Context: an optimization exercise on an open-source flow, tuned for small area. The choices shown serve that exercise and are no tape-out recipe. Only simulation tests tie the RTL to the original design; equivalence was not proved.

==> trial 87 <==
==> flow/design.v (excerpt) <==
module frameSource (
  input  wire                 CLK,
  input  wire                 RST,
  input  wire                 nimIn,
  input  wire                 regTrigger,
  input  wire  [FRAMES_W-1:0] frameCount,
  input  wire                 txFull,
  output wire                 nimOut,
  output wire                 txWr,
  output wire  [BYTE_W-1:0]   txData
);
export LEC_CHECK = 0
export CAP_MARGIN = 20
export CORE_MARGIN = 2
export CORE_UTILIZATION = 70
export SLEW_MARGIN = 20
create_clock -name core_clock -period 5.0 [get_ports {CLK}]
standard.sh (not shown) runs the stock make flow with config.mk's settings and CLKGATE_MAP_FILE= SYNTH_SCRIPT=/design/flow/synth_recipe.tcl, a recipe that flattens the netlist after the stock synthesis.
==> flow/flow/run.sh <==
#!/bin/bash
# The standard synthesis; then the combinational logic is mapped again
# for area (ABC &deepsyn from a few seeds, the smallest result is kept;
# registers, their names and cell types are kept as blackboxes); then
# the standard layout with the clock tree options (no dummy loads,
# bigger sink clusters) and port buffer cell below.
set -euo pipefail
source flow/opts.sh
bash standard.sh synth > synth.log 2>&1

R=orfs/results/$FLOW_PLATFORM/frameSource/base
LIB=$FLOW_HOME/platforms/sky130hd/lib/sky130_fd_sc_hd__tt_025C_1v80.lib
cp $R/1_2_yosys.v std_netlist.v
SEQ=$(grep -oE '^\s*sky130_fd_sc_hd__(df|edf|sdf|dl|conb)\w*' std_netlist.v | sort -u | tr -d ' ' | tr '\n' ' ')
DU=$(sed 's/^/-dont_use /' flow/dont_use.txt | tr '\n' ' ')
for S in $RESYN_SEEDS; do
  sed "s/@SEED@/$S/; s/@TIME@/$RESYN_TIME/" flow/area.abc > area_$S.abc
  cat > resyn_$S.ys <<EOT
read_liberty -ignore_miss_func $LIB
read_verilog std_netlist.v
hierarchy -top $FLOW_TOP
blackbox $SEQ
flatten
opt -purge
techmap
opt -purge
abc -script area_$S.abc -liberty $LIB $DU
setundef -zero
splitnets
opt_clean -purge
hilomap -singleton -hicell sky130_fd_sc_hd__conb_1 HI -locell sky130_fd_sc_hd__conb_1 LO
insbuf -buf sky130_fd_sc_hd__buf_4 A X
opt_clean -purge
tee -o resyn_$S.stat stat -liberty $LIB
write_verilog -noexpr -noattr -nohex -nodec resyn_$S.v
EOT
  yosys -s resyn_$S.ys > resyn_$S.log 2>&1 &
done
wait
BEST=$(for S in $RESYN_SEEDS; do echo "$(grep 'Chip area' resyn_$S.stat | awk '{print $NF}') $S"; done | sort -g | head -1 | awk '{print $2}')
echo "resyn areas: $(grep -h 'Chip area' resyn_*.stat | awk '{print $NF}' | tr '\n' ' '); kept seed $BEST" > resyn_choice.log
cp resyn_$BEST.v $R/1_2_yosys.v
touch $R/1_2_yosys.v

export CTS_ARGS="-sink_clustering_enable -repair_clock_nets -dont_use_dummy_load $CTS_OPTS"
export BUFFER_PORTS_ARGS="-buffer_cell sky130_fd_sc_hd__buf_1"
bash standard.sh > layout.log 2>&1
==> flow/flow/area.abc <==
&get -n
&st
&deepsyn -S @SEED@ -T @TIME@
&dch -f
&nf -R 1000
&put
==> flow/flow/dont_use.txt <==
sky130_fd_sc_hd__probe_p_8
sky130_fd_sc_hd__probec_p_8
sky130_fd_sc_hd__lpflow_bleeder_1
sky130_fd_sc_hd__lpflow_clkbufkapwr_1
sky130_fd_sc_hd__lpflow_clkbufkapwr_16
sky130_fd_sc_hd__lpflow_clkbufkapwr_2
sky130_fd_sc_hd__lpflow_clkbufkapwr_4
sky130_fd_sc_hd__lpflow_clkbufkapwr_8
sky130_fd_sc_hd__lpflow_clkinvkapwr_1
sky130_fd_sc_hd__lpflow_clkinvkapwr_16
sky130_fd_sc_hd__lpflow_clkinvkapwr_2
sky130_fd_sc_hd__lpflow_clkinvkapwr_4
sky130_fd_sc_hd__lpflow_clkinvkapwr_8
sky130_fd_sc_hd__lpflow_decapkapwr_12
sky130_fd_sc_hd__lpflow_decapkapwr_3
sky130_fd_sc_hd__lpflow_decapkapwr_4
sky130_fd_sc_hd__lpflow_decapkapwr_6
sky130_fd_sc_hd__lpflow_decapkapwr_8
sky130_fd_sc_hd__lpflow_inputiso0n_1
sky130_fd_sc_hd__lpflow_inputiso0p_1
sky130_fd_sc_hd__lpflow_inputiso1n_1
sky130_fd_sc_hd__lpflow_inputiso1p_1
sky130_fd_sc_hd__lpflow_inputisolatch_1
sky130_fd_sc_hd__lpflow_isobufsrc_1
sky130_fd_sc_hd__lpflow_isobufsrc_16
sky130_fd_sc_hd__lpflow_isobufsrc_2
sky130_fd_sc_hd__lpflow_isobufsrc_4
sky130_fd_sc_hd__lpflow_isobufsrc_8
sky130_fd_sc_hd__lpflow_isobufsrckapwr_16
sky130_fd_sc_hd__lpflow_lsbuf_lh_hl_isowell_tap_1
sky130_fd_sc_hd__lpflow_lsbuf_lh_hl_isowell_tap_2
sky130_fd_sc_hd__lpflow_lsbuf_lh_hl_isowell_tap_4
sky130_fd_sc_hd__lpflow_lsbuf_lh_isowell_4
sky130_fd_sc_hd__lpflow_lsbuf_lh_isowell_tap_1
sky130_fd_sc_hd__lpflow_lsbuf_lh_isowell_tap_2
sky130_fd_sc_hd__lpflow_lsbuf_lh_isowell_tap_4
sky130_fd_sc_hd__fill_1
sky130_fd_sc_hd__fill_2
sky130_fd_sc_hd__fill_4
sky130_fd_sc_hd__fill_8
==> flow/flow/opts.sh <==
CTS_OPTS="-buf_list sky130_fd_sc_hd__clkbuf_8 -sink_clustering_size 16 -sink_clustering_max_diameter 50"
RESYN_SEEDS="0 1 2 3"
RESYN_TIME=60
==> trial 81 (differences from trial 87) <==
==> flow/flow/run.sh (replaced) <==
#!/bin/bash
# The standard synthesis, then the combinational logic is mapped again
# with an area-oriented ABC script (registers, their names and cell types
# are kept as blackboxes), then the standard layout with the clock tree
# options (no dummy loads, bigger sink clusters) and port buffer cell below.
set -euo pipefail
source flow/opts.sh
bash standard.sh synth > synth.log 2>&1

R=orfs/results/$FLOW_PLATFORM/frameSource/base
LIB=$FLOW_HOME/platforms/sky130hd/lib/sky130_fd_sc_hd__tt_025C_1v80.lib
cp $R/1_2_yosys.v std_netlist.v
SEQ=$(grep -oE '^\s*sky130_fd_sc_hd__(df|edf|sdf|dl|conb)\w*' std_netlist.v | sort -u | tr -d ' ' | tr '\n' ' ')
DU=$(sed 's/^/-dont_use /' flow/dont_use.txt | tr '\n' ' ')
cat > resyn.ys <<EOT
read_liberty -ignore_miss_func $LIB
read_verilog std_netlist.v
hierarchy -top $FLOW_TOP
blackbox $SEQ
flatten
opt -purge
techmap
opt -purge
abc -script flow/area.abc -liberty $LIB $DU
setundef -zero
splitnets
opt_clean -purge
hilomap -singleton -hicell sky130_fd_sc_hd__conb_1 HI -locell sky130_fd_sc_hd__conb_1 LO
insbuf -buf sky130_fd_sc_hd__buf_4 A X
opt_clean -purge
stat -liberty $LIB
write_verilog -noexpr -noattr -nohex -nodec resyn_netlist.v
EOT
yosys -s resyn.ys > resyn.log 2>&1
cp resyn_netlist.v $R/1_2_yosys.v
touch $R/1_2_yosys.v

export CTS_ARGS="-sink_clustering_enable -repair_clock_nets -dont_use_dummy_load $CTS_OPTS"
export BUFFER_PORTS_ARGS="-buffer_cell sky130_fd_sc_hd__buf_1"
bash standard.sh > layout.log 2>&1
==> flow/flow/area.abc (replaced) <==
&get -n
&st
&syn3
&dch -f
&nf -R 1000
&st
&syn3
&dch -f
&nf -R 1000
&st
&dch -f
&nf -R 1000
&put
==> flow/flow/opts.sh (replaced) <==
CTS_OPTS="-buf_list sky130_fd_sc_hd__clkbuf_8 -sink_clustering_size 20 -sink_clustering_max_diameter 60"
==> build 33 (differences from trial 87) <==
==> flow/flow/run.sh (replaced) <==
#!/bin/bash
# Standard synthesis and layout (the standard.sh); only the clock tree
# options (no dummy loads, bigger sink clusters), the port buffer cell and
# the knobs in opts.sh differ from the standard flow's own flow.
set -euo pipefail
source flow/opts.sh
bash standard.sh synth > synth.log 2>&1
export CTS_ARGS="-sink_clustering_enable -repair_clock_nets -dont_use_dummy_load $CTS_OPTS"
export BUFFER_PORTS_ARGS="-buffer_cell sky130_fd_sc_hd__buf_1"
bash standard.sh > layout.log 2>&1
==> flow/flow/opts.sh (replaced) <==
CTS_OPTS="-buf_list sky130_fd_sc_hd__clkbuf_8 -sink_clustering_size 20 -sink_clustering_max_diameter 60"
removed: flow/flow/area.abc
removed: flow/flow/dont_use.txt
==> trial 54 (differences from trial 87) <==
==> flow/flow/opts.sh (replaced) <==
CTS_OPTS="-buf_list sky130_fd_sc_hd__clkbuf_16 -sink_clustering_size 30 -sink_clustering_max_diameter 70"
RESYN_SEEDS="0 1 2 3"
RESYN_TIME=60
==> results.sh <==
export IMPL_timing_rr_end="i_txByteFifo.count[7]$_SDFFE_PP0P_"
export IMPL_grt_max_degree=51
export IMPL_reg2regPathDepth=9
export IMPL_sh_seq_area_pct=58.1
export IMPL_antenna_found_initial=0
export IMPL_grt_pass1_wl_mm=27.7
export IMPL_power_switching_mw=0.494
export IMPL_pwr_share_clk_pct=28.8
export IMPL_status="finished clean"
export IMPL_peakVddDrop_mv=0.303
export IMPL_vias=5578
export IMPL_cts_root_buf="clkbuf_8"
export IMPL_route_met3_wl_mm=1.04
export IMPL_fin_crit_ps=4070
export IMPL_gp_congestion=0.915
export IMPL_swShare_pct=19.1
export IMPL_path_max_fanout=5
That was build 33.
==> results.sh <==
export IMPL_rows=38
export IMPL_routed_wl_mm=15.9
export IMPL_power_switching_mw=1.18
export IMPL_timing_rr_end="i_txByteFifo.evRd[1]$_SDFFE_PP1P_"
export IMPL_grt_max_degree=34
export IMPL_cts_root_buf="clkbuf_8"
export IMPL_p_total_mw=3.72
export IMPL_antenna_found_initial=0
export IMPL_route_met3_wl_mm=1.15
export IMPL_vias=5143
export IMPL_status="finished clean"
export IMPL_peakVddDrop_mv=0.381
export IMPL_swShare_pct=31.6
export IMPL_path_max_fanout=6
export IMPL_gp_congestion=0.907
export IMPL_fin_crit_ps=4450
export IMPL_reg2regPathDepth=9
export IMPL_sh_seq_area_pct=65.3
export IMPL_grt_pass1_wl_mm=25.3
That was trial 87.
==> results.sh <==
export IMPL_status="finished clean"
export IMPL_peakVddDrop_mv=0.341
export IMPL_fin_crit_ps=3870
export IMPL_grt_pass1_wl_mm=25.3
export IMPL_gp_congestion=0.912
export IMPL_swShare_pct=29.0
export IMPL_htree_num_levels=1
export IMPL_cts_sinks=209
export IMPL_cts_root_buf="clkbuf_8"
export IMPL_timing_rr_end="i_txByteFifo.evMem[0][17]$_DFFE_PP_"
export IMPL_path_max_fanout=25
export IMPL_power_switching_mw=1.04
export IMPL_fp_dieH_um=112
export IMPL_reg2regPathDepth=8
export IMPL_crit_family="flip-flops"
export IMPL_largestClassByArea="sequential cells"
export IMPL_route_met3_wl_um=990
export IMPL_vias=5248
export IMPL_pwr_share_clk_pct=20.6
That was trial 81.
==> results.sh <==
export IMPL_status="finished clean"
export IMPL_grt_max_degree=34
export IMPL_route_met3_wl_mm=1.41
export IMPL_swShare_pct=30.9
export IMPL_fin_crit_ps=4400
export IMPL_gp_congestion=0.907
export IMPL_sh_seq_area_pct=64.8
export IMPL_path_max_fanout=6
export IMPL_peakVddDrop_mv=0.390
That was trial 54.

[port drivers added, routing unchanged]
How much do the figures lean on ideal ports? The routed layouts below were timed once more, with nothing changed but the port constraints.
Step 1 (the two cells are an assumption about what drives the block):
set clk [get_ports {CLK}]
set_driving_cell -lib_cell sky130_fd_sc_hd__clkbuf_16 $clk
set_driving_cell -lib_cell sky130_fd_sc_hd__buf_2 [delete_from_list [all_inputs] $clk]
Step 2 adds t to the input delays and takes it off the output delays; t is the mean of the earliest and latest rising clock arrival at the registers after step 1. Input paths then give back, and output paths get back, about the clock's delay inside the block.
a / b / c = ideal / step 1 / step 2; a / b = the first two.
| run | shift t [ns] | slack for setup (ns) | hold slack, ns | clock arrival spread, ns | slew at the worst register clock pin (ns) |
|---|---|---|---|---|---|
| trial 87 | 0.510 | 0.552 / 0.514 / 1.024 | 0.468 / 0.468 / 0.468 | 0.062 / 0.062 | 0.10 / 0.10 |
| trial 81 | 0.509 | 1.127 / 1.093 / 1.602 | 0.472 / 0.472 / 0.472 | 0.053 / 0.052 | 0.11 / 0.11 |
| build 33 | 0.506 | 0.932 / 0.894 / 1.401 | 0.499 / 0.499 / 0.499 | 0.034 / 0.035 | 0.11 / 0.11 |
| trial 54 | 0.471 | 0.595 / 0.554 / 1.025 | 0.473 / 0.473 / 0.473 | 0.057 / 0.057 | 0.11 / 0.11 |
After both steps setup and hold are still met in every run listed.
